Background: an optimization exercise with open tools, aiming at small area, a short achievable clock period and few clock cycles per item. Do not read the settings as production practice. In this exercise RTL edits were held to simulation tests only and were not proved equivalent to the original. Power figures rest on the tool's default switching activity, not on a simulated workload.

## flow/run.sh

```bash
#!/bin/bash
# synth_recipe.tcl (not shown) runs the flow's synth.tcl, then flattens the netlist and writes it again
# the make line also repeats each setting of config.mk as NAME=value (left out here)
make -C /OpenROAD-flow-scripts/flow DESIGN_CONFIG=/design/flow/config.mk WORK_HOME=/design/flow/orfs CLKGATE_MAP_FILE= SYNTH_SCRIPT=/design/flow/synth_recipe.tcl finish
```

## flow/config.mk

```make
export PLATFORM = sky130hd
export DESIGN_NAME = stepper_position_pulser
export DESIGN_NICKNAME = stepper_position_pulser
export VERILOG_FILES = /design/flow/design.v
export SDC_FILE = /design/flow/constraint.sdc
export NUM_CORES = 4
export LEC_CHECK = 0
export ABC_AREA = 1
export CAP_MARGIN = 20
export CORE_MARGIN = 2
export CORE_UTILIZATION = 40
export SETUP_SLACK_MARGIN = 5
export SLEW_MARGIN = 20
```

## flow/constraint.sdc

```tcl
create_clock -name core_clock -period 8.0 [get_ports {i_clk}]
set_input_delay 1.6000 -clock core_clock [delete_from_list [all_inputs] [get_ports {i_clk}]]
set_output_delay 1.6000 -clock core_clock [all_outputs]
set_load 0.01 [all_outputs]
```

## flow/design.v

```verilog
package spp_pkg;
    localparam logic [1:0] KIND_TICK = 2'd0;
    localparam logic [1:0] KIND_MOVE = 2'd1;
    localparam logic [1:0] KIND_HOME = 2'd2;
    localparam logic [1:0] MODE_IDLE   = 2'd0;
    localparam logic [1:0] MODE_SETTLE = 2'd1;
    localparam logic [1:0] MODE_STEP   = 2'd2;
    localparam logic [1:0] MODE_HOME   = 2'd3;
    localparam logic [2:0] CFG_FULL_TRAVEL   = 3'd0;
    localparam logic [2:0] CFG_STEP_PERIOD   = 3'd1;
    localparam logic [2:0] CFG_HOMING_PERIOD = 3'd2;
    localparam logic [2:0] CFG_HOMING_EXTRA  = 3'd3;
    localparam logic [2:0] CFG_SETTLE        = 3'd4;
    localparam logic [15:0] RST_FULL_TRAVEL   = 16'd2000;
    localparam logic [18:0] RST_STEP_HALF     = 19'd500;
    localparam logic [18:0] RST_HOMING_HALF   = 19'd2500;
    localparam logic [15:0] RST_HOMING_EXTRA  = 16'd500;
    localparam logic [15:0] RST_SETTLE        = 16'd1000;
    localparam logic [14:0] PERCENT_FULL_Q8 = 15'd25600;
endpackage
module stepper_position_pulser (
    input  logic               i_clk,
    input  logic               i_rst_n,
    input  logic               push,
    output logic               full,
    input  logic [1:0]         i_kind,
    input  logic signed [15:0] i_target_percent,
    input  logic               pop,
    output logic               empty,
    output logic               o_step_level,
    output logic               o_direction_level,
    output logic [15:0]        o_position_steps,
    output logic               o_busy_res,
    output logic               o_command_ignored,
    input  logic               i_cfg_valid,
    output logic               o_cfg_ready,
    input  logic [2:0]         i_cfg_index,
    input  logic [19:0]        i_cfg_data
);
    logic [15:0] c_travel, c_extra, c_settle;
    logic [18:0] c_shalf, c_hhalf;    
    assign o_cfg_ready = 1'b1;
    always_ff @(posedge i_clk) begin
        if (!i_rst_n) begin
            c_travel <= spp_pkg::RST_FULL_TRAVEL;
            c_shalf  <= spp_pkg::RST_STEP_HALF;
            c_hhalf  <= spp_pkg::RST_HOMING_HALF;
            c_extra  <= spp_pkg::RST_HOMING_EXTRA;
            c_settle <= spp_pkg::RST_SETTLE;
        end else if (i_cfg_valid) begin
            case (i_cfg_index)
                spp_pkg::CFG_FULL_TRAVEL:   c_travel <= i_cfg_data[15:0];
                spp_pkg::CFG_STEP_PERIOD:   c_shalf  <= i_cfg_data[19:1];
                spp_pkg::CFG_HOMING_PERIOD: c_hhalf  <= i_cfg_data[19:1];
                spp_pkg::CFG_HOMING_EXTRA:  c_extra  <= i_cfg_data[15:0];
                spp_pkg::CFG_SETTLE:        c_settle <= i_cfg_data[15:0];
                default: ;   
            endcase
        end
    end
    logic [18:0] hs, hh;
    assign hs = {c_shalf[18:1], c_shalf[0] | (c_shalf[18:1] == 18'd0)};
    assign hh = {c_hhalf[18:1], c_hhalf[0] | (c_hhalf[18:1] == 18'd0)};
    logic        a_v, b_v;
    logic [1:0]  a_kind, b_kind;
    logic [14:0] a_pc, b_pc, in_pc;
    logic        acc, take;
    always_comb begin
        if (i_target_percent[15])                                in_pc = '0;
        else if (i_target_percent[14:0] > spp_pkg::PERCENT_FULL_Q8) in_pc = spp_pkg::PERCENT_FULL_Q8;
        else                                                     in_pc = i_target_percent[14:0];
    end
    assign full = b_v;
    assign acc  = push && !b_v;
    always_ff @(posedge i_clk) begin
        if (!i_rst_n) begin
            a_v <= 1'b0;
            b_v <= 1'b0;
        end else if (take) begin
            if (b_v) b_v <= 1'b0;
            else     a_v <= acc;
        end else if (!a_v) begin
            a_v <= acc;
        end else if (acc) begin
            b_v <= 1'b1;
        end
    end
    always_ff @(posedge i_clk) begin
        if (take && b_v) begin
            a_kind <= b_kind;
            a_pc   <= b_pc;
        end else if (acc && (take || !a_v)) begin
            a_kind <= i_kind;
            a_pc   <= in_pc;
        end
        if (acc && a_v && !take) begin
            b_kind <= i_kind;
            b_pc   <= in_pc;
        end
    end
    logic [15:0] pos;
    logic        dir, pulse;
    logic [1:0]  mode;
    logic [16:0] left;
    logic [18:0] timer;
    logic        ign, rv;
    logic        ph_step, ph_sub, ph_apply;    
    logic [3:0]  cc;
    logic        fbit;
    logic [15:0] n_pos;
    logic        n_dir, n_pulse;
    logic [1:0]  n_mode;
    logic [16:0] n_left;
    logic [18:0] n_timer;
    logic        n_ign, n_rv;
    logic        n_step, n_sub, n_apply;
    logic [3:0]  n_cc;
    logic        calc, idle, res_free, start, exec;
    logic [15:0] add_a, add_b;
    logic [16:0] sum;
    logic [17:0] sum_c;
    logic [1:0]  qd;
    logic [14:0] r_in, pcf, r_new;
    logic [10:0] s_lo;
    logic [15:0] q_base;
    logic        tev, lone, lzero;
    logic [18:0] tdec, reload;
    logic [16:0] ldec;
    logic [15:0] pos_step;
    logic        total_zero;
    assign calc     = ph_step || ph_sub || ph_apply;
    assign idle     = (mode == spp_pkg::MODE_IDLE);
    assign res_free = !rv || pop;
    assign start    = !calc && a_v && (a_kind == spp_pkg::KIND_MOVE) && idle;
    assign exec     = a_v && res_free &&
                      !((a_kind == spp_pkg::KIND_MOVE) && idle && !ph_apply);
    assign take     = exec;
    function automatic logic [6:0] reduce_hi(input logic [5:0] r2, input logic [4:0] p,
                                             input logic c);
        logic [7:0] tc;
        logic [6:0] t;
        tc = {1'b0, r2, 1'b1} + {2'b0, p, c};    
        t  = tc[7:1];
        if (t >= 7'd50)      reduce_hi = {2'd2, 5'(t - 7'd50)};
        else if (t >= 7'd25) reduce_hi = {2'd1, 5'(t - 7'd25)};
        else                 reduce_hi = {2'd0, t[4:0]};
    endfunction
    logic [6:0] hi0, hi1, hi;
    assign r_in   = ph_step ? timer[14:0] : 15'd0;
    assign pcf    = a_pc & {15{fbit}};
    assign s_lo   = {1'b0, r_in[8:0], 1'b0} + {1'b0, pcf[9:0]};
    assign hi0    = reduce_hi(r_in[14:9], pcf[14:10], 1'b0);
    assign hi1    = reduce_hi(r_in[14:9], pcf[14:10], 1'b1);
    assign hi     = s_lo[10] ? hi1 : hi0;
    assign qd     = hi[6:5];
    assign r_new  = {hi[4:0], s_lo[9:0]};
    assign q_base = ph_step ? left[15:0] : 16'hFFFF;
    always_comb begin
        if (ph_sub) begin
            add_a = left[15:0];             
            add_b = pos;
        end else begin
            add_a = c_extra;
            add_b = c_travel;
        end
    end
    assign sum_c = {ph_sub, add_a, 1'b1} + {1'b0, add_b, ph_sub};
    assign sum   = sum_c[17:1];
    assign tev        = (timer == 19'd1);
    assign lzero      = (left[16:1] == 16'd0);
    assign lone       = lzero && left[0];
    assign tdec       = timer - 19'd1;
    assign ldec       = left - 17'd1;
    assign reload     = (mode == spp_pkg::MODE_HOME) ? hh : hs;
    assign pos_step   = dir ? pos + 16'd1 : pos - 16'd1;
    assign total_zero = (c_travel == 16'd0) && (c_extra == 16'd0);
    always_comb begin
        n_pos   = pos;
        n_dir   = dir;
        n_pulse = pulse;
        n_mode  = mode;
        n_left  = left;
        n_timer = timer;
        n_ign   = ign;
        n_rv    = rv && !pop;
        n_step  = ph_step;
        n_sub   = ph_sub;
        n_apply = ph_apply;
        n_cc    = 4'd15;
        if (start || ph_step) begin
            n_left[15:0]  = {(qd[1] ? ldec[14:0] : q_base[14:0]), ~qd[0]};
            n_timer[14:0] = r_new;
            n_step        = 1'b1;
            n_cc          = start ? 4'd14 : cc - 4'd1;
            if (ph_step && cc == 4'd0) begin
                n_step = 1'b0;
                n_sub  = 1'b1;
            end
        end else if (ph_sub) begin
            n_left        = sum;              
            n_sub         = 1'b0;
            n_apply       = 1'b1;
        end
        if (exec) begin
            n_rv  = 1'b1;
            n_ign = 1'b0;
            unique case (a_kind)
                spp_pkg::KIND_TICK: begin
                    if (!idle) begin
                        n_timer = tev ? reload : tdec;
                        if (tev) begin
                            if (mode == spp_pkg::MODE_SETTLE) begin
                                n_mode  = spp_pkg::MODE_STEP;
                                n_pulse = 1'b1;
                            end else if (pulse) begin
                                n_pulse = 1'b0;
                            end else begin
                                if (mode == spp_pkg::MODE_STEP) n_pos = pos_step;
                                n_left = ldec;
                                if (lone) begin
                                    if (mode == spp_pkg::MODE_HOME) n_pos = '0;
                                    n_mode = spp_pkg::MODE_IDLE;
                                end else begin
                                    n_pulse = 1'b1;
                                end
                            end
                        end
                    end
                end
                spp_pkg::KIND_MOVE: begin
                    if (!idle) begin
                        n_ign = 1'b1;
                    end else begin
                        n_apply = 1'b0;
                        if (!(lzero && !left[0])) begin
                            n_dir  = left[16];
                            n_left = left[16] ? ~ldec : left;
                            if (c_settle == 16'd0) begin
                                n_mode  = spp_pkg::MODE_STEP;
                                n_pulse = 1'b1;
                                n_timer = hs;
                            end else begin
                                n_mode  = spp_pkg::MODE_SETTLE;
                                n_pulse = 1'b0;
                                n_timer = {3'd0, c_settle};
                            end
                        end
                    end
                end
                spp_pkg::KIND_HOME: begin
                    if (!idle) begin
                        n_ign = 1'b1;
                    end else begin
                        n_dir = 1'b0;
                        if (total_zero) begin
                            n_pos = '0;
                        end else begin
                            n_left  = sum;            
                            n_mode  = spp_pkg::MODE_HOME;
                            n_pulse = 1'b1;
                            n_timer = hh;
                        end
                    end
                end
                default: ;   
            endcase
        end
    end
    always_ff @(posedge i_clk) begin
        if (!i_rst_n) begin
            pos      <= '0;
            dir      <= 1'b0;
            pulse    <= 1'b0;
            mode     <= spp_pkg::MODE_IDLE;
            rv       <= 1'b0;
            ph_step  <= 1'b0;
            ph_sub   <= 1'b0;
            ph_apply <= 1'b0;
        end else begin
            pos      <= n_pos;
            dir      <= n_dir;
            pulse    <= n_pulse;
            mode     <= n_mode;
            rv       <= n_rv;
            ph_step  <= n_step;
            ph_sub   <= n_sub;
            ph_apply <= n_apply;
        end
    end
    always_ff @(posedge i_clk) begin
        fbit <= c_travel[n_cc];
    end
    always_ff @(posedge i_clk) begin
        left  <= n_left;
        timer <= n_timer;
        ign   <= n_ign;
        cc    <= n_cc;
    end
    assign empty             = !rv;
    assign o_step_level      = pulse;
    assign o_direction_level = dir;
    assign o_position_steps  = pos;
    assign o_busy_res        = !idle;
    assign o_command_ignored = ign;
endmodule
```

==> summary.txt, run 1 <==
- Num CTS Buffers: 17
- Synthesized-area fraction occupied by adder cells: under 10%
- Share of cells above drive strength 1: ~14%
- Avg Cell Area, Syn: about 6.7 um^2
- Highest Clock Rate: around 340 MHz
- Wire per inst: about 18 um
- H-tree levels: 4
- Worst-case clock buffer depth: 2
- Hold WC Path Type: register to register
- Ys Warns: 1
- XOR/XNOR Fraction of Synth Area: approximately 3.6%
- CTS tree: yes
- Primary FF master, synth: dfxtp_1
- Startpoint Class: input port
- Endpoints failing setup: 0
- Hold WS: between 0.4 and 0.5 ns
- Synth Area in Compound Gates: 20.3%
- FP Rows: 68
- Routed vias: about 15,000
- Slew Limit Fails: 0
- Io pins: a little under 70
- Clock Latency Late Sink: roughly 0.47 ns
- 1st-iter DRT viols: between 1,000 and 1,500
- Initial antenna violation count: 2
- FF+latch count, synth: ~190
- Largest net degree at the start of global routing: roughly 90
- Die width: 191 um
- Arrival @ worst endpoint: approximately 3.3 ns
- Overall Power: between 3000 and 4000 uW
- Seq/Total Area, Yosys: about 30%
- DRC viols: 0
- Vias in the first global route: 13,400
- Vias per cell: about 5.5
- First drt pass iteration count: 5
- Worst Path Required: about 8.4 ns
- Synth Net Count: approximately 2,200
- Leak: slightly below 0.008 uW
- Die Span Y: about 190 um
- Clock-pin slew on the worst setup and hold paths: approximately 0.07 ns
- CORE AREA: around 35,000 um^2
- Clock skew: ~0.015 ns
- Antenna fix cells: 0
- HPWL Detailed: between 30 and 40 mm
- Die Area: approximately 37,000 um^2
- Worst Setup Slack post-DPL: ~3.7 ns
- Post-Synth Simple-Gate Area: a little under 30%
- Max-slew headroom: ~52%
- Kind of critical path: input port to register
- Tmin final: roughly 2.9 ns
- Initial core utilization: roughly two fifths
- Gate Count Post-Synth: roughly 2,100
- Routed WL: 46.8 mm
- Hold Fails Final Rpt: 0
- Hold buffers post-CTS: 0
- Util after Layout: about half
- Main combinational cell family by area after synthesis: simple AND/OR/NAND/NOR gates
- VDD IR max: approximately 170 uV
- Root Driver: clkbuf_16
- Area Growth Syn to Fin: 21.3%
- Final GP Congestion: about 0.93
- Async set-reset flop share out of synthesis: 0%
- Cell Pwr Density: ~190 nW/um^2
- First-pass GRT wire length: slightly above 70 mm
- Worst-Margin Slew: ~0.72 ns
- GRT overflow: 0
- Gr usage total: between 20% and 30%
- Post-synthesis mux area share: less than 1%
- CP endpoint kind: register
- Final ANT Viol Nets: 0
- Post-route clock period utilization: between 30% and 40%
- EDFF count, synth: 55
- Run status: complete, no violations
- Setup TNS Final: 0 ns
- Max cap viols: 0
- Fin nets: roughly 2,300
- PortBufs: 67
- Final WS setup: 5.05 ns
- Clock Sinks: 188
- Synthesized area: between 10,000 and 15,000 um^2
- Crit Path Max Fanout: 13
- Post-synth cell types: 57
- RSZ-0062 raised after global routing: true
-- flip-flops by register name, summed over array words and instances (netlist names), 2 cells and up --
signal	cells
c_hhalf	19
c_shalf	19
timer	19
left	17
c_extra	16
c_settle	16
c_travel	16
pos	16
a_pc	15
b_pc	15
cc	4
a_kind	2
b_kind	2
mode	2
-- cells in the final DEF, fill, tap and decap left out, drive strengths merged, types with 12 or more instances in the layout --
cell           synthesis  layout
a21oi                163     163
buf                   25      72
clkbuf                45      20
clkdlybuf4s50          0      37
dfxtp                133     133
dlygate4sd2            0      14
dlymetal6s2s           0      13
edfxtp                55      55
ha                    65      65
inv                  262     263
nand2                529     530
nand3                136     136
nand4                 22      22
nor2                 205     205
nor3                  19      19
o211ai                52      52
o21ai                215     215
o221ai                14      14
xnor2                 12      12
xor2                  45      45
-- layer usage --
layer | share of wire [%] | vias to the layer above | track usage, % | wire [um]
met5 | 0 | - | 0 | 0
met4 | 1.7 | 0 | 6.89 | 813
li1 | - | 7160 | - | -
met1 | 43 | 6865 | 32.2 | 20000
met3 | 5.6 | 60 | 2.92 | 2610
met2 | 50 | 421 | 44.6 | 23300
-- where the power goes --
group          internal (uW)  switching [uW]  leakage, uW
clock                    437             420     0.000280
sequential              1110             170      0.00163
combinational            384             632      0.00588
-- cell usage after synthesis, types with 4 or more instances --
| cell | instances | area [um^2] |
|---|---|---|
| nand2_1 | 513 | 1930 |
| inv_1 | 243 | 912 |
| o21ai_0 | 205 | 1030 |
| nor2_1 | 186 | 698 |
| a21oi_1 | 160 | 801 |
| dfxtp_1 | 133 | 2660 |
| nand3_1 | 132 | 661 |
| ha_1 | 65 | 813 |
| edfxtp_1 | 55 | 1650 |
| o211ai_1 | 52 | 390 |
| xor2_1 | 45 | 394 |
| clkbuf_1 | 44 | 165 |
| nand4_1 | 22 | 138 |
| inv_2 | 18 | 67.6 |
| nor3_1 | 17 | 85.1 |
| o221ai_1 | 14 | 123 |
| buf_2 | 13 | 65.1 |
| xnor2_1 | 12 | 105 |
| nand2_2 | 11 | 68.8 |
| nor2_2 | 11 | 68.8 |
| a31oi_1 | 10 | 62.6 |
| nor4_1 | 10 | 62.6 |
| o21ai_1 | 10 | 50.1 |
| or2_2 | 9 | 56.3 |
| a211oi_1 | 7 | 52.6 |
| o22ai_1 | 7 | 43.8 |
| a21o_1 | 6 | 45.0 |
| buf_1 | 6 | 22.5 |
| o21bai_1 | 6 | 45.0 |
| a21boi_0 | 5 | 37.5 |
| fa_1 | 5 | 100 |
| nand2_4 | 5 | 56.3 |
| nand3b_1 | 5 | 37.5 |
| nor2_4 | 5 | 56.3 |
| buf_4 | 4 | 30.0 |
| mux2_2 | 4 | 45.0 |
| o2111ai_1 | 4 | 35.0 |
-- cells by family after synthesis --
logic type | count (synthesis)
AND/OR/NAND/NOR | 936
AO/OA/AOI/OAI | 499
buffers and inverters | 336
flip-flops | 188
adder cells (fa/ha/maj) | 70
XOR/XNOR | 57
multiplexers | 4
other | 1
-- metrics by stage --
step                      cells  area, um^2
after floorplan            2091       14100
after global placement     2552       15000
after detailed placement   2552       15000
after CTS                  2611       16200
after global routing       2651       17000
final                      2651       17000
-- critical path, cell delays in order --
cell	delay, ns
clkdlybuf4s50_1	0.56
inv_1	0.14
nor3_4	0.27
buf_4	0.23
clkinvlp_4	0.11
buf_12	0.15
o21ai_0	0.16
a21oi_1	0.06
-- timing repair --
item,4_1_cts,5_1_grt
setup endpoints to repair,189,138
setup buffers,24,36
cloned,4,4
gates resized for setup,109,132
pin swaps,16,50
-- cell type report --
class	instances	area (um^2)
clock buffers	19	464
flip-flops and latches	188	4350
repair inverters	3	22.5
fillers	3500	17500
multi-input cells	1568	8940
repair buffers	142	1460
well taps	455	569
clock inverters	12	120
inverters	264	1070
-- final timing paths --
path         cells after the start  slack, ns                       end               startpoint
min reg2reg                      2       0.46   c_hhalf[0]$_SDFFE_PN0P_  c_hhalf[0]$_SDFFE_PN0P_
max reg2reg                     22       5.08         timer[11]$_DFF_P_     ph_step$_SDFFE_PN0N_
max                              8       5.05  c_shalf[14]$_SDFFE_PN0P_           i_cfg_index[0]
min                              2       0.46   c_hhalf[0]$_SDFFE_PN0P_  c_hhalf[0]$_SDFFE_PN0P_
Testbench counts, summed over its fixed seeds: cycles 34,238, items 32,000.
==> run 2, diff against run 1 <==
--- a/flow/design.v
+++ b/flow/design.v
@@ -149,4 +149,10 @@
     assign r_in   = ph_step ? timer[14:0] : 15'd0;
     assign pcf    = a_pc & {15{fbit}};
+    logic [3:0] ft_msb;
+    always_comb begin
+        ft_msb = 4'd0;
+        for (int i = 1; i < 16; i++)
+            if (c_travel[i]) ft_msb = 4'(i);
+    end
     assign s_lo   = {1'b0, r_in[8:0], 1'b0} + {1'b0, pcf[9:0]};
     assign hi0    = reduce_hi(r_in[14:9], pcf[14:10], 1'b0);
@@ -187,11 +193,11 @@
         n_sub   = ph_sub;
         n_apply = ph_apply;
-        n_cc    = 4'd15;
+        n_cc    = ft_msb;
         if (start || ph_step) begin
             n_left[15:0]  = {(qd[1] ? ldec[14:0] : q_base[14:0]), ~qd[0]};
             n_timer[14:0] = r_new;
             n_step        = 1'b1;
-            n_cc          = start ? 4'd14 : cc - 4'd1;
-            if (ph_step && cc == 4'd0) begin
+            n_cc          = (start ? ft_msb : cc) - 4'd1;
+            if ((start ? ft_msb : cc) == 4'd0) begin
                 n_step = 1'b0;
                 n_sub  = 1'b1;
==> run 2 against run 1 <==
Largest power group is now combinational logic. Design area rose by 1.4%. Sequential cell count unchanged. Count of clock-buffer cells in the layout rose by 1. Setup slack worse by 0.042 ns. Combinational power increased by 33%. Synthesized area shrank 1.8%. Clock skew barely moved. Critical path depth is 15 higher. First-iteration DRC count increased by 6.7%. Clock power up 4.8%. Via count is 0.71% lower. Register-to-register slack lost 0.07 ns.
==> summary.txt, run 2 <==
- Run status: complete, no violations
- Fin nets: 2,228 (-3.1%)
- H-tree levels: 4 (unchanged)
- Share of cells above drive strength 1: 19.6% (+5.4 points)
- Primary FF master, synth: dfxtp_1
- Clock Sinks: 188 (unchanged)
- Final GP Congestion: 0.961 (+3.5%)
- Largest registers: c_hhalf x19, c_shalf x19, timer x19
- EDFF count, synth: 55 (unchanged)
- 1st-iter DRT viols: 1,130 (+6.7%)
- Final WS setup: 5.01 ns (-0.0425 ns)
- Synth top area share: 19.4% (+0.35 points)
- Leading area contributor after synthesis: dfxtp_1
- CORE AREA: 33,700 um^2 (-2.4%)
- Clock Latency Late Sink: 0.46 ns (about the same)
- Leak: 0.00761 uW (-2.2%)
- Worst Path Required: 8.20 ns (-0.15 ns)
- Hold Fails Final Rpt: 0 (unchanged)
- RSZ-0062 raised after global routing: true
- Post-synth cell types: 74 (+30%)
- Hold WC Path Type: register to register
- Die Area: 35,900 um^2 (-1.8%)
- DRC viols: 0 (unchanged)
- Setup TNS Final: 0 ns (unchanged)
- Clock-pin slew on the worst setup and hold paths: 0.08 ns (about the same)
- Post-route clock period utilization: 37.4% (+0.53 points)
- Slew Limit Fails: 0 (unchanged)
- Ranking of synthesized cells by area: dfxtp_1 19%, edfxtp_1 12%, nand2_1 11%
- Num CTS Buffers: 17 (unchanged)
- First drt pass iteration count: 7 (+2)
- Endpoints failing setup: 0 (unchanged)
- Die width: 189 um (-0.89%)
- Ys Warns: 1 (unchanged)
- Most frequent cells in the layout: 388 x nand2_1, 198 x inv_1, 193 x o21ai_0
- Cell Pwr Density: 206 nW/um^2 (+11%)
- Routed WL: 48.0 mm (+2.7%)
- Root Driver: clkbuf_16
- Die Span Y: 189 um (-0.89%)
- Leading cell type in the layout, fill and taps excluded: nand2_1
- Initial core utilization: 40.8% (+0.26 points)
- Max stage delay on crit path: 0.38 ns (-0.18 ns)
- Vias per cell: 5.60 (+2.3%)
- CTS tree: yes
- Most common cell in the synthesized netlist: nand2_1
- Max cap viols: 0 (unchanged)
- Gate Count Post-Synth: 1,987 (-5.0%)
- PortBufs: 67 (unchanged)
- Async set-reset flop share out of synthesis: 0% (unchanged)
- Synthesized area: 13,800 um^2 (-1.8%)
- Clock skew: 0.0148 ns (+0.000134 ns)
- Worst-case clock buffer depth: 2 (unchanged)
- FP Rows: 67 (-1.5%)
- Slowest stage cell, crit path: dfxtp_4
- Highest Clock Rate: 334 MHz (-1.4%)
- First-pass GRT wire length: 72.5 mm (+0.71%)
- Most instantiated cells after synthesis: 418 x nand2_1, 226 x inv_1, 212 x o21ai_0, 182 x nor2_1, 166 x a21oi_1
- Initial antenna violation count: 0 (-2)
- Routed vias: 14,400 (-0.71%)
- Gr usage total: 25.7% (+0.56 points)
- Startpoint Class: register
- Tmin final: 2.99 ns (+0.0425 ns)
- Vias in the first global route: 13,400 (-0.13%)
- Max-slew headroom: 34.7% (-17 points)
- Final ANT Viol Nets: 0 (unchanged)
- Largest net degree at the start of global routing: 74 (-16%)
- Kind of critical path: register to register
- CP endpoint kind: register
- Seq/Total Area, Yosys: 31.4% (+0.57 points)
- Worst Setup Slack post-DPL: 3.61 ns (-0.111 ns)
- Crit Path Max Fanout: 7 (-6)
- Area Growth Syn to Fin: 25.2%
- VDD IR max: 167 uV (-1.9%)
- Wire per inst: 18.7 um (+5.7%)
- GRT overflow: 0 (unchanged)
- Crit-path cells: buf_12, nand2_8, inv_4, ha_4, inv_4, fa_2, inv_2, nand2_2, nand2_2, inv_4, buf_4, nand2_2, nand3_2, nand2_2, nand2_2, nand2_4, nand2_4, nand2_8, inv_8, o31ai_4, nand2_1, o211ai_2, o21ai_1
- Worst-Margin Slew: 0.976 ns (+0.259 ns)
- Avg Cell Area, Syn: 6.92 um^2 (+3.3%)
- Io pins: 69 (unchanged)
- Arrival @ worst endpoint: 3.19 ns (-0.11 ns)
- Synth Net Count: 2,103 (-4.7%)
- HPWL Detailed: 33.1 mm (-1.1%)
- CP dominant cell by count: nand2_2
- FF+latch count, synth: 188 (unchanged)
==> run 2: worst max-delay path: cells and delay by family (launching register included) <==
family / cells / cell delay (ns)
buf+inv: 7 / 0.56
fa+ha+maj: 2 / 0.51
compound gates: 3 / 0.37
flops: 1 / 0.38
simple gates: 11 / 0.89
==> run 2: layer usage <==
metal	GRT usage [%]	share of wire, %	up-vias
met5	0	0	-
met4	9.84	3.5	0
met3	3.95	6.4	113
met2	43.6	48	504
met1	33.0	42	6785
li1	-	-	7001
==> run 2: cell type report <==
type / count / area (um^2)
Antenna cell: 1 / 2.50
Clock buffer: 20 / 467
Clock inverter: 12 / 153
Fill cell: 3333 / 16500
Inverter: 248 / 1020
Multi-Input combinational cell: 1477 / 8950
Sequential cell: 188 / 4360
Tap cell: 448 / 561
Timing Repair Buffer: 172 / 1650
Timing Repair inverter: 8 / 57.6
==> run 2: power breakdown <==
group          internal (uW)  switching, uW  total (uW)
registers               1120            174        1300
logic                    524            832        1360
clock network            469            430         899
total                   2120           1440        3550
==> run 2: logic make-up (layout without fill, tap and decap cells) <==
logic type	count (synthesis)	count (layout)	synth area share [%]
AO/OA/AOI/OAI	537	537	22.5
XOR/XNOR	56	56	3.73
adder cells (fa/ha/maj)	70	70	6.64
buffers and inverters	323	460	9.12
flip-flops	188	188	31.4
multiplexers	15	15	1.23
other	1	2	0.0273
AND/OR/NAND/NOR	797	798	25.4
==> run 2: what timing repair did <==
action,in CTS,in global routing
cloned,6,5
buffers inserted,45,52
setup endpoints to repair,195,133
hold buffers,0,0
pin swaps,23,67
resized for setup,121,176
==> run 2: path summary, 6_finish.rpt <==
kind,endpoint,startpoint,cells past startpoint,slack [ns]
max,left[3]$_DFFE_PP_,ph_step$_SDFFE_PN0N_,23,5.01
min,c_extra[3]$_SDFFE_PN0P_,c_extra[3]$_SDFFE_PN0P_,2,0.49
max reg2reg,left[3]$_DFFE_PP_,ph_step$_SDFFE_PN0N_,23,5.01
min reg2reg,c_extra[3]$_SDFFE_PN0P_,c_extra[3]$_SDFFE_PN0P_,2,0.49
==> run 2: stage by stage <==
stage	hold WS [ns]	power [uW]	utilization, %	area, um^2	cells
4_1_cts	0.482	3350	47.7	16100	2516
3_5_place_dp	0.470	2380	43.8	14800	2433
3_3_place_gp	0.463	2370	43.8	14800	2433
2_1_floorplan	0.439	2060	-	13800	1987
5_1_grt	0.513	3740	51.1	17200	2573
6_report	0.486	3550	51.1	17200	2574
Testbench counts of run 2, summed over its fixed seeds: cycles 33,094, items 32,000.
==> run 3, diff against run 2 <==
--- a/flow/config.mk
+++ b/flow/config.mk
@@ -12,2 +12,3 @@
 export SETUP_SLACK_MARGIN = 5
 export SLEW_MARGIN = 20
+export TNS_END_PERCENT = 10
==> run 3 against run 2 <==
Worst hold slack worse by 0.0028 ns. Final cell count is 0.78% lower. Design area is 2.5% lower. Die area stayed put. Sequential cell count stayed put. Power is 3.2% lower. Sequential power hardly changed. Register-to-register slack worse by 0.05 ns. Synthesized area stayed put. Wire length is 1.7% lower. Critical path type is now register to output port. Critical endpoint is now o_step_level. Largest cell class unchanged.
==> summary.txt, run 3 <==
- CP delay by family, top: buffers and inverters
- Reg-to-reg critical path startpoint: a_kind[0]$_DFFE_PP_
- Post-route clock period utilization: 39.4% (+2.1 points)
- PortBufs: 67 (unchanged)
- Die width: 189 um (unchanged)
- CORE AREA: 33,700 um^2 (unchanged)
- Highest Clock Rate: 317 MHz (-5.2%)
- H-tree levels: 4 (unchanged)
- Final WS setup: 4.84 ns (-0.164 ns)
- EDFF count, synth: 55 (unchanged)
- GRT overflow: 0 (unchanged)
- Main combinational cell family by area after synthesis: simple AND/OR/NAND/NOR gates
- Wire per inst: 18.5 um (-0.91%)
- Slowest stage cell, crit path: clkdlybuf4s50_1
- Leading area contributor after synthesis: dfxtp_1
- Fin nets: 2,209 (-0.85%)
- Async set-reset flop share out of synthesis: 0% (unchanged)
- Crit Path Max Fanout: 5 (-2)
- Fin cells: 2,554 (-0.78%)
- CP endpoint kind: output port
- Largest registers: c_hhalf x19, c_shalf x19, timer x19
- Hold wc startpoint: c_extra[14]$_SDFFE_PN0P_
- FF+latch count, synth: 188 (unchanged)
- XOR/XNOR Fraction of Synth Area: 3.73% (unchanged)
- Post-Synth Simple-Gate Area: 25.4% (unchanged)
- Worst Path Required: 6.40 ns (-1.80 ns)
- First drt pass iteration count: 5 (-2)
- Synth Net Count: 2,103 (unchanged)
- Ranking of synthesized cells by area: dfxtp_1 19%, edfxtp_1 12%, nand2_1 11%
- Initial core utilization: 40.8% (unchanged)
- FP Rows: 67 (unchanged)
- CTS tree: yes
- Clock skew: 0.0118 ns (-0.00302 ns)
- Hold Fails Final Rpt: 0 (unchanged)
- Root Driver: clkbuf_16
- Synth Area in Compound Gates: 22.5% (unchanged)
- Die Area: 35,900 um^2 (unchanged)
- Gate Count Post-Synth: 1,987 (unchanged)
- Worst-case clock buffer depth: 2 (unchanged)
- Crit path launch: pulse$_SDFFE_PN0P_
- Startpoint Class: register
- Synthesized area: 13,800 um^2 (unchanged)
- HPWL Detailed: 33.4 mm (+0.99%)
- Clock Latency Late Sink: 0.46 ns (about the same)
- Ys Warns: 1 (unchanged)
- VDD IR max: 171 uV (+2.7%)
- Vias in the first global route: 13,300 (-1.1%)
- Synth top area share: 19.4% (unchanged)
- Synthesized-area fraction occupied by adder cells: 6.64% (unchanged)
- DRC viols: 0 (unchanged)
- Post-synthesis mux area share: 1.23% (unchanged)
- Routed WL: 47.2 mm (-1.7%)
- Most frequent cells in the layout: 404 x nand2_1, 202 x inv_1, 200 x o21ai_0
- 1st-iter DRT viols: 1,294 (+15%)
- Clock Sinks: 188 (unchanged)
- Kind of critical path: register to output port
- Most common cell in the synthesized netlist: nand2_1
- Arrival @ worst endpoint: 1.56 ns (-1.63 ns)
- Seq/Total Area, Yosys: 31.4% (unchanged)
- Hold WC Path Type: register to register
- Die Span Y: 189 um (unchanged)
- Crit-path cells: clkdlybuf4s50_1
- Routed vias: 14,300 (-0.59%)
- Vias per cell: 5.61 (+0.19%)
- Clock-pin slew on the worst setup and hold paths: 0.08 ns (about the same)
- Hold buffers post-CTS: 0 (unchanged)
- Tmin final: 3.16 ns (+0.164 ns)
- Share of cells above drive strength 1: 16.0% (-3.7 points)
- Largest net degree at the start of global routing: 74 (unchanged)
- Final ANT Viol Nets: 0 (unchanged)
- First-pass GRT wire length: 71.3 mm (-1.6%)
- Run status: complete, no violations
- Setup TNS Final: 0 ns (unchanged)
- Avg Cell Area, Syn: 6.92 um^2 (unchanged)
- Cell Pwr Density: 205 nW/um^2 (-0.71%)
- Io pins: 69 (unchanged)
- Leading cell type in the layout, fill and taps excluded: nand2_1
- Placed instance count: 2,433 (unchanged)
- Crit path buf inv count: 1 (-6)
- Max stage delay on crit path: 0.65 ns (+0.27 ns)
- Final GP Congestion: 0.957 (-0.42%)
- Num CTS Buffers: 17 (unchanged)
- Post-synth cell types: 74 (unchanged)
- Slew Limit Fails: 0 (unchanged)
- Primary FF master, synth: dfxtp_1
- Worst-Margin Slew: 1.03 ns (+0.0561 ns)
- Max-slew headroom: 31.0% (-3.8 points)
- Max cap viols: 0 (unchanged)
- Antenna fix cells: 0 (-1)
- Worst Setup Slack post-DPL: 3.54 ns (-0.0654 ns)
- Most instantiated cells after synthesis: 418 x nand2_1, 226 x inv_1, 212 x o21ai_0, 182 x nor2_1, 166 x a21oi_1
- Gr usage total: 25.2% (-0.54 points)
- Leak: 0.00729 uW (-4.2%)
- Area Growth Syn to Fin: 22.2%
- Initial antenna violation count: 0 (unchanged)
- RSZ-0062 raised after global routing: true
- Endpoints failing setup: 0 (unchanged)
-- run 3: metrics by stage --
stage               power (uW)  utilization [%]  area [um^2]  hold slack (ns)
floorplan                 2060                -        13800            0.439
global placement          2370             43.7        14700            0.466
detailed placement        2380             43.7        14700            0.470
CTS                       3280             46.9        15800            0.480
global route              3630             49.9        16800            0.506
finish                    3440             49.9        16800            0.484
-- run 3: cells by family after synthesis --
family	count (synthesis)
AND/OR/NAND/NOR	797
other	1
adder cells (fa/ha/maj)	70
AO/OA/AOI/OAI	537
XOR/XNOR	56
flip-flops	188
multiplexers	15
buffers and inverters	323
-- run 3: what timing repair did --
item                                    in CTS  in global routing
hold endpoints to repair                     0                  0
gates resized for setup                     61                132
gates cloned                                 5                  5
pin swaps                                   16                 54
setup buffers                               29                 50
endpoints found under the setup margin     206                165
-- run 3: final cells by class --
class,count,area (um^2)
repair buffers,156,1530
clock inverters,11,120
inverters,248,991
fillers,3435,16900
flip-flops and latches,188,4330
multi-input cells,1478,8770
clock buffers,21,460
repair inverters,4,27.5
well taps,448,561
-- run 3: power by group --
group	internal, uW	switching (uW)	total [uW]
registers	1120	164	1290
clock network	443	421	864
logic	496	794	1290
-- run 3: worst paths after layout --
check | endpoint | slack, ns | cells past startpoint
setup reg to reg | pos[6]$_SDFFE_PN0P_ | 4.96 | 11
hold / removal | c_extra[14]$_SDFFE_PN0P_ | 0.48 | 2
hold reg to reg | c_extra[14]$_SDFFE_PN0P_ | 0.48 | 2
setup / recovery | o_step_level | 4.84 | 1
-- run 3: metal layers --
metal / part of all wire [%] / global-route usage, %
met1: 44 / 33.3
met2: 48 / 42.9
met3: 6.1 / 3.13
met4: 2.3 / 7.60
met5: 0 / 0
==> run 4, diff against run 3 <==
--- a/flow/config.mk
+++ b/flow/config.mk
@@ -9,6 +9,5 @@
 export CAP_MARGIN = 20
 export CORE_MARGIN = 2
-export CORE_UTILIZATION = 40
+export CORE_UTILIZATION = 55
 export SETUP_SLACK_MARGIN = 5
 export SLEW_MARGIN = 20
-export TNS_END_PERCENT = 10
==> run 4 against run 3 <==
Design area up 3.3%. Critical path depth is 20 higher. Wire length increased by 2.1%. Still clean. Combinational power up 9%. Largest power group is now combinational logic. Register-to-register slack worse by 0.07 ns. Synthesized area unchanged. Clock power up 1%. Synthesized cell count did not move.
==> summary.txt, run 4 <==
- Initial core utilization: 56.2% (+15 points)
- Share of cells above drive strength 1: 20.7% (+4.8 points)
- CP endpoint kind: register
- Async set-reset flop share out of synthesis: 0% (unchanged)
- Run status: complete, no violations
- Worst-Margin Slew: 0.963 ns (-0.0692 ns)
- Final ANT Viol Nets: 0 (unchanged)
- Avg Cell Area, Syn: 6.92 um^2 (unchanged)
- Gate Count Post-Synth: 1,987 (unchanged)
- First drt pass iteration count: 6 (+1)
- Num CTS Buffers: 17 (unchanged)
- First-pass GRT wire length: 71.4 mm (+0.16%)
- Clock Power Share: 24.5% (-0.6 points)
- DRC viols: 0 (unchanged)
- Setup TNS Final: 0 ns (unchanged)
- Clock Latency Late Sink: 0.44 ns (-0.02 ns)
- Final GP Congestion: 0.939 (-1.8%)
- Gr usage total: 34.5% (+9.3 points)
- Initial antenna violation count: 0 (unchanged)
- Root Driver: clkbuf_16
- Cell Pwr Density: 206 nW/um^2 (+0.49%)
- CORE AREA: 24,500 um^2 (-27%)
- Leak: 0.00773 uW (+6.0%)
- Seq/Total Area, Yosys: 31.4% (unchanged)
- Max-slew headroom: 35.6% (+4.6 points)
- Arrival @ worst endpoint: 3.44 ns (+1.88 ns)
- VDD IR max: 138 uV (-20%)
- Max cap viols: 0 (unchanged)
- Placed instance count: 2,311 (-5.0%)
- Leading area contributor after synthesis: dfxtp_1
- Tmin final: 3.11 ns (-0.0416 ns)
- Worst-case clock buffer depth: 2 (unchanged)
- Io pins: 69 (unchanged)
- Crit Path Max Fanout: 6 (+1)
- RSZ-0062 raised after global routing: true
- Fin nets: 2,237 (+1.3%)
- Highest Clock Rate: 321 MHz (+1.3%)
- Synth top area share: 19.4% (unchanged)
- EDFF count, synth: 55 (unchanged)
- HPWL Detailed: 32.4 mm (-3.1%)
- Antenna fix cells: 0 (unchanged)
- Leading cell type in the layout, fill and taps excluded: nand2_1
- Clock Sinks: 188 (unchanged)
- Register share of total power: 36.4% (-1.0 points)
- PortBufs: 67 (unchanged)
- Fillers: 2,033 (-41%)
- Vias in the first global route: 13,700 (+3.2%)
- Startpoint Class: register
- Routed vias: 14,900 (+4.2%)
- Die Area: 26,300 um^2 (-27%)
- FF+latch count, synth: 188 (unchanged)
- Largest registers: c_hhalf x19, c_shalf x19, timer x19
- Fin cells: 2,458 (-3.8%)
- Post-synth cell types: 74 (unchanged)
- Kind of critical path: register to register
- GRT overflow: 0 (unchanged)
- Vias per cell: 6.07 (+8.2%)
- Largest net degree at the start of global routing: 68 (-8.1%)
- H-tree levels: 4 (unchanged)
- FP Rows: 57 (-15%)
- Clock skew: 0.0148 ns (+0.00306 ns)
- Die width: 162 um (-14%)
- NetSw: 1480 uW (+7.6%)
- Synth Net Count: 2,103 (unchanged)
- Worst Path Required: 8.33 ns (+1.93 ns)
- Synthesized area: 13,800 um^2 (unchanged)
- Ranking of synthesized cells by area: dfxtp_1 19%, edfxtp_1 12%, nand2_1 11%
- Hold buffers post-CTS: 0 (unchanged)
- Ys Warns: 1 (unchanged)
- Most common cell in the synthesized netlist: nand2_1
- Most frequent cells in the layout: 385 x nand2_1, 198 x inv_1, 191 x o21ai_0
- Hold Fails Final Rpt: 0 (unchanged)
- Most instantiated cells after synthesis: 418 x nand2_1, 226 x inv_1, 212 x o21ai_0, 182 x nor2_1, 166 x a21oi_1
- Slew Limit Fails: 0 (unchanged)
- Clock-pin slew on the worst setup and hold paths: 0.08 ns (about the same)
- Register area: 4360 um^2 (+0.69%)
- Combined area of the multi-input logic cells: 9110 um^2 (+3.8%)
- 1st-iter DRT viols: 1,894 (+46%)
- Routed WL: 48.2 mm (+2.1%)
- Primary FF master, synth: dfxtp_1
- Endpoints failing setup: 0 (unchanged)
- Hold WC Path Type: register to register
- Gate power share: 39.1% (+1.6 points)
- Post-route clock period utilization: 38.9% (-0.52 points)
- CTS tree: yes
- Switching Fraction: 41.6% (+1.5 points)
- Area Growth Syn to Fin: 26.1%
- Int Power: 2090 uW (+1.2%)
- Wire per inst: 19.6 um (+6.1%)
- Die Span Y: 162 um (-14%)
## run 4: cell count changes in the layout (fill, tap and decap cells not counted), moves of 14 or more
cell / delta
dfxtp_2: +15
clkdlybuf4s50_1: -16
nand2_1: -19
nand2_2: +16
buf_4: +14
dfxtp_1: -18
## run 4: path summary, 6_finish.rpt
check / startpoint / to / slack [ns] / depth (start not counted)
min reg2reg: c_extra[13]$_SDFFE_PN0P_ / c_extra[13]$_SDFFE_PN0P_ / 0.48 / 2
min: c_extra[13]$_SDFFE_PN0P_ / c_extra[13]$_SDFFE_PN0P_ / 0.48 / 2
max reg2reg: a_pc[10]$_DFFE_PP_ / timer[10]$_DFF_P_ / 4.89 / 21
max: a_pc[10]$_DFFE_PP_ / timer[10]$_DFF_P_ / 4.89 / 21
## run 4: metrics by stage
stage	utilization (%)	worst slack [ns]	total power [uW]	instance area [um^2]	hold WS, ns
finish	70.9	4.89	3570	17300	0.483
floorplan	-	4.99	2060	13800	0.439
detailed placement	59.8	3.66	2380	14600	0.471
global placement	59.8	3.74	2360	14600	0.461
CTS	65.5	4.93	3330	16000	0.482
global route	70.9	4.74	3740	17300	0.515
## run 4: layer usage
metal  up-vias  GRT usage [%]  share of wire [%]
met5         -              0                  0
met4         0           15.1                4.7
met3       189           5.26                8.1
met2       748           56.2                 46
met1      6959           45.4                 41
li1       7018              -                  -
## run 4: area by class of cell
cell class,instances,share of cell area (%)
Multi-Input combinational cell,1479,52.5
Sequential cell,188,25.2
Timing Repair Buffer,181,10.5
Inverter,248,5.86
Clock buffer,18,2.47
Tap cell,324,2.34
Clock inverter,14,0.952
Timing Repair inverter,6,0.245
## run 4: repair_timing
item / 4_1_cts / 5_1_grt
gates cloned: 9 / 4
buffers inserted: 42 / 60
gates resized for setup: 102 / 222
endpoints found under the hold margin: 0 / 0
setup endpoints to repair: 189 / 166
pin swaps: 18 / 74
## run 4: logic make-up after synthesis
| logic type | count (synthesis) | share of synthesized area, % |
|---|---|---|
| AO/OA/AOI/OAI | 537 | 22.5 |
| XOR/XNOR | 56 | 3.73 |
| buffers and inverters | 323 | 9.12 |
| AND/OR/NAND/NOR | 797 | 25.4 |
| flip-flops | 188 | 31.4 |
| adder cells (fa/ha/maj) | 70 | 6.64 |
| other | 1 | 0.0273 |
| multiplexers | 15 | 1.23 |
## run 4: power by group through the flow
| stage | combinational, uW | sequential (uW) | clock [uW] |
|---|---|---|---|
| finish | 1400 | 1300 | 874 |
| global route | 1520 | 1310 | 917 |
| floorplan | 836 | 1230 | 0 |
| detailed placement | 1070 | 1310 | 0 |
| CTS | 1170 | 1280 | 881 |
| global placement | 1050 | 1300 | 0 |
## run 4: worst max-delay path: stages, from the launching register on
cell,delay [ns]
edfxtp_1,0.38
nand2_2,0.11
ha_4,0.16
inv_4,0.04
fa_2,0.41
inv_2,0.08
nand2_2,0.06
nand2_4,0.09
inv_6,0.05
ha_2,0.18
a21oi_4,0.16
nand2_1,0.10
nand2_1,0.07
nor2_1,0.04
nand3b_4,0.17
buf_6,0.14
buf_6,0.11
nand3_4,0.08
nand2_2,0.08
a21oi_2,0.18
o21ai_2,0.11
a22o_1,0.18
==> run 5, diff against run 4 <==
==> flow/flow/run.sh (new file) <==
#!/bin/bash
set -euo pipefail
cd "$(dirname "$0")/.."
export BUFFER_PORTS_ARGS="-buffer_cell sky130_fd_sc_hd__buf_2"
bash standard.sh finish > std_flow.log 2>&1
test -s out/final.def
==> flow/standard.sh (new file) <==
#!/bin/bash
# synth_recipe.tcl (not shown) runs the flow's synth.tcl, then flattens the netlist and writes it again
# the make line also repeats each setting of config.mk as NAME=value (left out here)
make -C /OpenROAD-flow-scripts/flow DESIGN_CONFIG=/design/flow/config.mk WORK_HOME=/design/flow/orfs CLKGATE_MAP_FILE= SYNTH_SCRIPT=/design/flow/synth_recipe.tcl "${@:-finish}"
--- a/flow/config.mk
+++ b/flow/config.mk
@@ -9,5 +9,5 @@
 export CAP_MARGIN = 20
 export CORE_MARGIN = 2
-export CORE_UTILIZATION = 55
+export CORE_UTILIZATION = 40
 export SETUP_SLACK_MARGIN = 5
 export SLEW_MARGIN = 20
removed: flow/run.sh
==> run 5 against run 4 <==
Count of clock-buffer cells in the layout grew 1. Still clean. Final cell count grew 4.3%. Clock power grew 1%. Clock skew grew 0.0037 ns. Worst hold slack lost 0.0013 ns. Largest cell class unchanged. Critical endpoint is now timer[14]$_DFF_P_. Critical path depth grew 4. Via count shrank 3.8%.
==> summary.txt, run 5 <==
- NetSw: 1470 uW (-0.79%)
- Overall Power: 3570 uW (about the same)
- Slew Limit Fails: 0 (unchanged)
- Leading cell type in the layout, fill and taps excluded: nand2_1
- CP endpoint kind: register
- GRT overflow: 0 (unchanged)
- HPWL Detailed: 33.0 mm (+2.1%)
- Synthesized area: 13,800 um^2 (unchanged)
- Clock Power Share: 24.8% (+0.3 points)
- Most frequent cells in the layout: 391 x nand2_1, 203 x inv_1, 197 x o21ai_0
- Slowest stage cell, crit path: fa_2
- Clock Sinks: 188 (unchanged)
- CTS tree: yes
- 1st-iter DRT viols: 1,373 (-28%)
- Ys Warns: 1 (unchanged)
- Worst-Margin Slew: 1.14 ns (+0.177 ns)
- Setup TNS Final: 0 ns (unchanged)
- Routed WL: 48.0 mm (-0.51%)
- Seq/Total Area, Yosys: 31.4% (unchanged)
- Post-synth cell types: 74 (unchanged)
- Clock skew: 0.0185 ns (+0.00368 ns)
- Hold Path End: c_settle[2]$_SDFFE_PN0P_
- Num CTS Buffers: 17 (unchanged)
- Arrival @ worst endpoint: 3.50 ns (+0.06 ns)
- Gate Count Post-Synth: 1,987 (unchanged)
- Clock-pin slew on the worst setup and hold paths: 0.09 ns (about the same)
- Io pins: 69 (unchanged)
- Area Growth Syn to Fin: 22.0%
- Fin nets: 2,219 (-0.80%)
- Switching Fraction: 41.2% (-0.37 points)
- Tmin final: 3.15 ns (+0.0378 ns)
- Share of cells above drive strength 1: 21.3% (+0.55 points)
- Hold WC Path Type: register to register
- Leading area contributor after synthesis: dfxtp_1
- Worst Hold Depth: 2 (unchanged)
- Initial antenna violation count: 0 (unchanged)
- Die Area: 35,900 um^2 (+37%)
- Gr usage total: 25.7% (-8.8 points)
- Largest registers: c_hhalf x19, c_shalf x19, timer x19
- Initial core utilization: 40.8% (-15 points)
- Largest net degree at the start of global routing: 56 (-18%)
- Final GP Congestion: 0.921 (-2.0%)
- CP dominant cell by count: nand2_1
- EDFF count, synth: 55 (unchanged)
- First-pass GRT wire length: 72.0 mm (+0.73%)
- H-tree levels: 4 (unchanged)
- Gate power share: 38.9% (-0.2 points)
- Post-route clock period utilization: 39.4% (+0.47 points)
- Most common cell in the synthesized netlist: nand2_1
- Crit path buf inv count: 6 (+1)
- CORE AREA: 33,700 um^2 (+38%)
- Wire per inst: 18.7 um (-4.6%)
- Highest Clock Rate: 317 MHz (-1.2%)
- Async set-reset flop share out of synthesis: 0% (unchanged)
- FF+latch count, synth: 188 (unchanged)
- DRC viols: 0 (unchanged)
- Hold Fails Final Rpt: 0 (unchanged)
- Startpoint Class: register
- Endpoints failing setup: 0 (unchanged)
- Die width: 189 um (+17%)
- VDD IR max: 190 uV (+38%)
- Leak: 0.00741 uW (-4.1%)
- Hold wc startpoint: c_settle[2]$_SDFFE_PN0P_
- Max-slew headroom: 23.2% (-12 points)
- First drt pass iteration count: 5 (-1)
- Int Power: 2100 uW (+0.72%)
- Worst Path Required: 8.35 ns (+0.02 ns)
- Most instantiated cells after synthesis: 418 x nand2_1, 226 x inv_1, 212 x o21ai_0, 182 x nor2_1, 166 x a21oi_1
- Final ANT Viol Nets: 0 (unchanged)
- Ranking of synthesized cells by area: dfxtp_1 19%, edfxtp_1 12%, nand2_1 11%
- PortBufs: 67 (unchanged)
- Worst-case clock buffer depth: 2 (unchanged)
- Hold WS: 0.481 ns (-0.00133 ns)
- Crit Path Max Fanout: 5 (-1)
- Cell Pwr Density: 213 nW/um^2 (+3.5%)
- FF-to-FF path depth: 25 (+19%)
- Kind of critical path: register to register
- Antenna fix cells: 0 (unchanged)
- Synth Net Count: 2,103 (unchanged)
- CP delay by family, top: simple AND/OR/NAND/NOR gates
- FP Rows: 67 (+18%)
- Max stage delay on crit path: 0.37 ns (-0.04 ns)
- Reg-to-reg critical path startpoint: ph_step$_SDFFE_PN0N_
- Die Span Y: 189 um (+17%)
- Routed vias: 14,300 (-3.8%)
- Reg-to-Reg End: timer[14]$_DFF_P_
- RSZ-0062 raised after global routing: true
- Design area: 16,800 um^2 (-3.3%)
- Avg Cell Area, Syn: 6.92 um^2 (unchanged)
- Vias in the first global route: 13,100 (-4.5%)
- Clock Latency Late Sink: 0.47 ns (+0.03 ns)
- Post-DP Area: 14,400 um^2 (-1.2%)
- Root Driver: clkbuf_16
- Vias per cell: 5.59 (-7.8%)
- Reg2reg setup slack: 4.85 ns (-0.04 ns)
- Run status: complete, no violations
- Max cap viols: 0 (unchanged)
- Synth top area share: 19.4% (unchanged)
- Register share of total power: 36.3% (about the same)
- Primary FF master, synth: dfxtp_1
## run 5: cell counts after synthesis
Identical to the previous run, type by type.
## run 5: power groups by stage
stage	clock network, uW	logic (uW)	registers (uW)
3_5_place_dp	0	1060	1300
6_report	886	1390	1300
2_1_floorplan	0	836	1230
4_1_cts	894	1170	1280
5_1_grt	929	1520	1310
3_3_place_gp	0	1050	1310
## run 5: timing repair
item | CTS | global route
cloned | 4 | 5
setup endpoints to repair | 124 | 95
hold buffers | 0 | 0
hold endpoints to repair | 0 | 0
pin swaps | 24 | 65
setup buffers | 46 | 42
resized for setup | 85 | 148
## run 5: logic make-up (layout without fill, tap and decap cells)
| family | count (synthesis) | after routing | share of synthesized area (%) |
|---|---|---|---|
| fa+ha+maj | 70 | 70 | 6.64 |
| buf+inv | 323 | 450 | 9.12 |
| xor+xnor | 56 | 56 | 3.73 |
| simple gates | 797 | 799 | 25.4 |
| flops | 188 | 188 | 31.4 |
| mux | 15 | 15 | 1.23 |
| other cells | 1 | 1 | 0.0273 |
| compound gates | 537 | 537 | 22.5 |
## run 5: routing by layer
| layer | up-vias | global-route usage, % | part of all wire, % |
|---|---|---|---|
| met5 | - | 0 | 0 |
| met4 | 0 | 7.78 | 2.5 |
| met3 | 82 | 3.87 | 5.7 |
| met2 | 456 | 43.1 | 48 |
| met1 | 6839 | 34.1 | 44 |
| li1 | 6965 | - | - |
## run 5: area by class of cell
| class | count | area, um^2 |
|---|---|---|
| inverter | 248 | 1010 |
| tap | 448 | 561 |
| fill | 3418 | 16900 |
| clock inverter | 13 | 124 |
| sequential | 188 | 4330 |
| timing repair inverter | 3 | 20.0 |
| clock buffer | 19 | 464 |
| timing repair buffer | 167 | 1320 |
| multi-input combinational | 1478 | 8950 |
## run 5: worst max-delay path by stage
stage / startpoint / endpoint / slack [ns] / cells after the start
after floorplan: pop / a_kind[0]$_DFFE_PP_ / 4.99 / 7
after global placement: pop / mode[1]$_SDFFE_PN0P_ / 4.09 / 12
after detailed placement: pop / mode[1]$_SDFFE_PN0P_ / 4.05 / 12
after CTS: ph_sub$_SDFFE_PN0N_ / left[13]$_DFFE_PP_ / 5.00 / 15
after global routing: ph_step$_SDFFE_PN0N_ / timer[14]$_DFF_P_ / 4.71 / 25
final: ph_step$_SDFFE_PN0N_ / timer[14]$_DFF_P_ / 4.85 / 25
## run 5: worst reg2reg max path: cells and delay by family (launching register included)
kind                       cells  cell delay, ns
and+or+nand+nor               12            1.03
adders and majority gates      3            0.67
buffers and inverters          6            0.56
DFF                            1            0.35
AOI/OAI and AO/OA              3            0.26
xor gates and xnor gates       1            0.16
## run 5: per-stage QoR
step	std cells	worst slack [ns]	utilization, %
2_1_floorplan	1987	4.99	-
3_3_place_gp	2434	4.09	42.8
3_5_place_dp	2434	4.05	42.8
4_1_cts	2516	5.00	46.8
5_1_grt	2564	4.71	49.8
6_report	2564	4.85	49.8
==> run 6, diff against run 5 <==
--- a/flow/design.v
+++ b/flow/design.v
@@ -179,5 +179,12 @@
     assign ldec       = left - 17'd1;
     assign reload     = (mode == spp_pkg::MODE_HOME) ? hh : hs;
-    assign pos_step   = dir ? pos + 16'd1 : pos - 16'd1;
+    always_comb begin
+        logic run;
+        run = 1'b1;
+        for (int i = 0; i < 16; i++) begin
+            pos_step[i] = pos[i] ^ run;
+            run         = run & (pos[i] ~^ dir);
+        end
+    end
     assign total_zero = (c_travel == 16'd0) && (c_extra == 16'd0);
     always_comb begin
==> flow/run.sh (new file) <==
#!/bin/bash
# synth_recipe.tcl (not shown) runs the flow's synth.tcl, then flattens the netlist and writes it again
# the make line also repeats each setting of config.mk as NAME=value (left out here)
make -C /OpenROAD-flow-scripts/flow DESIGN_CONFIG=/design/flow/config.mk WORK_HOME=/design/flow/orfs CLKGATE_MAP_FILE= SYNTH_SCRIPT=/design/flow/synth_recipe.tcl finish
removed: flow/flow/run.sh
removed: flow/standard.sh
==> run 6 against run 5 <==
Still clean. First-iteration DRC count fell by 11%. Worst hold slack got worse by 0.0048 ns. Synthesized area fell by 4.7%. Critical endpoint unchanged. Highest routed layer unchanged.
==> summary.txt, run 6 <==
- Run status: complete, no violations
- Largest net degree at the start of global routing: 94 (+68%)
- Clock skew: 0.0115 ns (-0.00702 ns)
- CP delay by family, top: simple AND/OR/NAND/NOR gates
- Register share of total power: 35.7% (-0.6 points)
- Post-DP Area: 14,100 um^2 (-2.1%)
- Crit path buf inv count: 7 (+1)
- 1st-iter DRT viols: 1,225 (-11%)
- HPWL Detailed: 30.7 mm (-6.9%)
- Share of cells above drive strength 1: 20.4% (-0.89 points)
- Primary FF master, synth: dfxtp_1
- Async set-reset flop share out of synthesis: 0% (unchanged)
- Kind of critical path: register to register
- Worst-Margin Slew: 1.04 ns (-0.0971 ns)
- Synth top area share: 20.3% (+0.97 points)
- Slew Limit Fails: 0 (unchanged)
- Worst Setup Slack post-DPL: 3.77 ns (-0.285 ns)
- Num CTS Buffers: 17 (unchanged)
- Fin nets: 2,159 (-2.7%)
- Worst Path Required: 8.35 ns (about the same)
- Endpoints failing setup: 0 (unchanged)
- Ranking of synthesized cells by area: dfxtp_1 20%, edfxtp_1 13%, nand2_1 12%
- CORE AREA: 32,400 um^2 (-3.9%)
- Io pins: 69 (unchanged)
- CP dominant cell by count: nand2_1
- Clock-pin slew on the worst setup and hold paths: 0.08 ns (about the same)
- Largest registers: c_hhalf x19, c_shalf x19, timer x19
- Gate power share: 39.8% (+0.9 points)
- Design area: 16,900 um^2 (+0.65%)
- Die width: 185 um (-2.4%)
- FP Rows: 66 (-1.5%)
- Slowest stage cell, crit path: fa_2
- Hold Fails Final Rpt: 0 (unchanged)
- First drt pass iteration count: 6 (+1)
- First-pass GRT wire length: 69.7 mm (-3.1%)
- Hold buffers post-CTS: 0 (unchanged)
- CP endpoint kind: register
- Routed vias: 13,800 (-3.6%)
- Final GP Congestion: 0.926 (+0.50%)
- Area Growth Syn to Fin: 28.9%
- VDD IR max: 168 uV (-11%)
- Tmin final: 3.09 ns (-0.0610 ns)
- Clock Sinks: 188 (unchanged)
- Int Power: 2140 uW (+2.0%)
- Crit-path cells: buf_12, nand2_8, ha_4, inv_4, fa_2, inv_2, buf_6, buf_6, o21ai_2, xor2_1, inv_1, nor3b_2, nor2_2, inv_2, nand2_2, o21ai_2, xor2_1, nand2_1, nand3_2, nand3_2, nand2_1, nand2_1
- Vias per cell: 5.50 (-1.6%)
- Arrival @ worst endpoint: 3.44 ns (-0.06 ns)
- Fillers: 3,219 (-5.8%)
- Leak: 0.00747 uW (+0.83%)
- Clock Latency Late Sink: 0.45 ns (-0.02 ns)
- Worst-case clock buffer depth: 2 (unchanged)
- Routed WL: 46.0 mm (-4.0%)
- Max-slew headroom: 30.3% (+7.1 points)
- GRT overflow: 0 (unchanged)
- H-tree levels: 4 (unchanged)
- Wire per inst: 18.3 um (-2.1%)
- Startpoint Class: register
- Hold WC Path Type: register to register
- Hold WS: 0.477 ns (-0.00483 ns)
- Post-synth cell types: 64 (-14%)
- Ys Warns: 1 (unchanged)
- RSZ-0062 raised after global routing: true
- Highest Clock Rate: 324 MHz (+2.0%)
- Most common cell in the synthesized netlist: nand2_1
- Leading cell type in the layout, fill and taps excluded: nand2_1
- NetSw: 1420 uW (-3.9%)
- Initial antenna violation count: 0 (unchanged)
- Synthesized area: 13,100 um^2 (-4.7%)
- Leading area contributor after synthesis: dfxtp_1
- Die Span Y: 185 um (-2.4%)
- Crit Path Max Fanout: 5 (unchanged)
- Die Area: 34,200 um^2 (-4.6%)
- Switching Fraction: 39.8% (-1.4 points)
- Final ANT Viol Nets: 0 (unchanged)
- Initial core utilization: 40.5% (-0.34 points)
- Clock Power Share: 24.5% (-0.3 points)
- Avg Cell Area, Syn: 6.88 um^2 (-0.65%)
- Post-route clock period utilization: 38.6% (-0.76 points)
- Max cap viols: 0 (unchanged)
- FF+latch count, synth: 188 (unchanged)
- PortBufs: 67 (unchanged)
- Synth Net Count: 2,006 (-4.6%)
- Most instantiated cells after synthesis: 419 x nand2_1, 210 x nor2_1, 209 x inv_1, 190 x o21ai_0, 133 x dfxtp_1
- Cell Pwr Density: 211 nW/um^2 (-1.1%)
- Vias in the first global route: 12,800 (-2.4%)
- EDFF count, synth: 55 (unchanged)
- Most frequent cells in the layout: 391 x nand2_1, 190 x nor2_1, 179 x inv_1
- Gr usage total: 26.2% (+0.54 points)
- Final WS setup: 4.91 ns (+0.0610 ns)
- Gate Count Post-Synth: 1,905 (-4.1%)
- CTS tree: yes
- Max stage delay on crit path: 0.41 ns (+0.04 ns)
- Antenna fix cells: 0 (unchanged)
- Setup TNS Final: 0 ns (unchanged)
- Root Driver: clkbuf_16
- Seq/Total Area, Yosys: 32.9% (+1.6 points)
- DRC viols: 0 (unchanged)
==> run 6: cell types whose count changed in the layout (fill, tap and decap cells not counted), moves of 11 or more <==
| cell | previous run | this run |
|---|---|---|
| buf_2 | 67 | 2 |
| a21oi_1 | 148 | 105 |
| clkdlybuf4s50_1 | 0 | 41 |
| inv_1 | 203 | 179 |
| buf_4 | 74 | 97 |
| dfxtp_1 | 128 | 109 |
| o21ai_0 | 197 | 178 |
| dfxtp_2 | 1 | 19 |
| nor2_1 | 174 | 190 |
| dlygate4sd2_1 | 0 | 13 |
| xor2_1 | 32 | 45 |
| ha_1 | 46 | 34 |
| dlymetal6s2s_1 | 0 | 11 |
==> run 6: worst min-delay path, cell delays in order, from the launching register on <==
cell     delay, ns
dfxtp_1       0.31
inv_1         0.06
a21oi_1       0.06
==> run 6: logic make-up after synthesis <==
kind of cell | Yosys count | synth area share, %
buf+inv | 296 | 8.70
other cells | 1 | 0.0286
fa+ha+maj | 55 | 5.48
simple gates | 837 | 27.2
compound gates | 445 | 19.8
mux | 16 | 1.37
xor+xnor | 67 | 4.54
flops | 188 | 32.9
==> run 6: path summary, 6_finish.rpt <==
check / from / endpoint / slack (ns) / cells past startpoint
setup / recovery: ph_step$_SDFFE_PN0N_ / timer[14]$_DFF_P_ / 4.91 / 22
hold / removal: c_settle[10]$_SDFFE_PN0P_ / c_settle[10]$_SDFFE_PN0P_ / 0.48 / 2
setup reg to reg: ph_step$_SDFFE_PN0N_ / timer[14]$_DFF_P_ / 4.91 / 22
hold reg to reg: c_settle[10]$_SDFFE_PN0P_ / c_settle[10]$_SDFFE_PN0P_ / 0.48 / 2
==> run 6: metrics by stage <==
step | total power, uW | utilization, % | instances
floorplan | 2020 | - | 1905
global placement | 2320 | 43.7 | 2353
detailed placement | 2330 | 43.7 | 2353
CTS | 3390 | 49.1 | 2462
global route | 3760 | 52.2 | 2513
finish | 3560 | 52.2 | 2513
==> run 6: layout make-up <==
type / count / area (um^2) / share of cell area (%)
tap: 442 / 553 / 3.28
inverter: 226 / 900 / 5.33
clock inverter: 13 / 124 / 0.734
sequential: 188 / 4360 / 25.8
timing repair buffer: 195 / 1950 / 11.6
multi-input combinational: 1421 / 8480 / 50.2
timing repair inverter: 9 / 60.1 / 0.356
clock buffer: 19 / 464 / 2.75
==> run 6: timing repair <==
item	CTS	global route
buffers inserted	68	43
pin swaps	43	60
gates cloned	9	8
resized for setup	157	148
endpoints found under the setup margin	176	115
==> run 6: routing by layer <==
layer  track usage, %  part of all wire (%)  vias to the layer above
li1                 -                     -                     6712
met1             33.8                    43                     6566
met2             45.0                    49                      464
met3             4.03                   5.5                       83
met4             8.06                   2.7                        0
met5                0                     0                        -
==> run 6: power groups by stage <==
stage          clock (uW)  sequential, uW  combinational, uW
6_report              870            1270               1420
4_1_cts               882            1260               1250
2_1_floorplan           0            1220                800
3_3_place_gp            0            1290               1030
3_5_place_dp            0            1290               1040
5_1_grt               922            1280               1550
Testbench counts of run 6, summed over its fixed seeds: cycles 33,094, items 32,000.

what the ideal ports hide:
Ports are ideal in the flow. The routed layouts listed here were re-timed in OpenROAD. Step 1 sets driving cells, clkbuf_16 on the clock port and buf_2 on the other inputs (assumed; they add their load-dependent delay and slew). Step 2 times the ports against the registers' clock, not the clock port: input delays grow and output delays shrink by t, the midpoint of the rising clock arrivals with the driver on. a / b / c = ideal / step 1 / step 2; a / b = the first two.
run | t (ns) | setup WS [ns] | latest minus earliest clock arrival (ns) | worst register clock-pin slew, ns
run 1 | 0.513 | 5.051 / 5.022 / 4.565 | 0.015 / 0.016 | 0.08 / 0.08
run 2 | 0.511 | 5.009 / 5.005 / 4.570 | 0.015 / 0.014 | 0.08 / 0.08
run 3 | 0.503 | 4.844 / 4.792 / 4.443 | 0.012 / 0.012 | 0.08 / 0.08
run 4 | 0.487 | 4.886 / 4.886 / 4.609 | 0.016 / 0.015 | 0.09 / 0.09
run 5 | 0.518 | 4.848 / 4.848 / 4.650 | 0.018 / 0.019 | 0.09 / 0.09
run 6 | 0.502 | 4.909 / 4.909 / 4.554 | 0.011 / 0.012 | 0.08 / 0.08
After both steps every run listed still meets setup and hold. For run 1, which loses most, drivers alone change the setup slack by -0.029 ns; drivers and shift together by -0.486 ns.
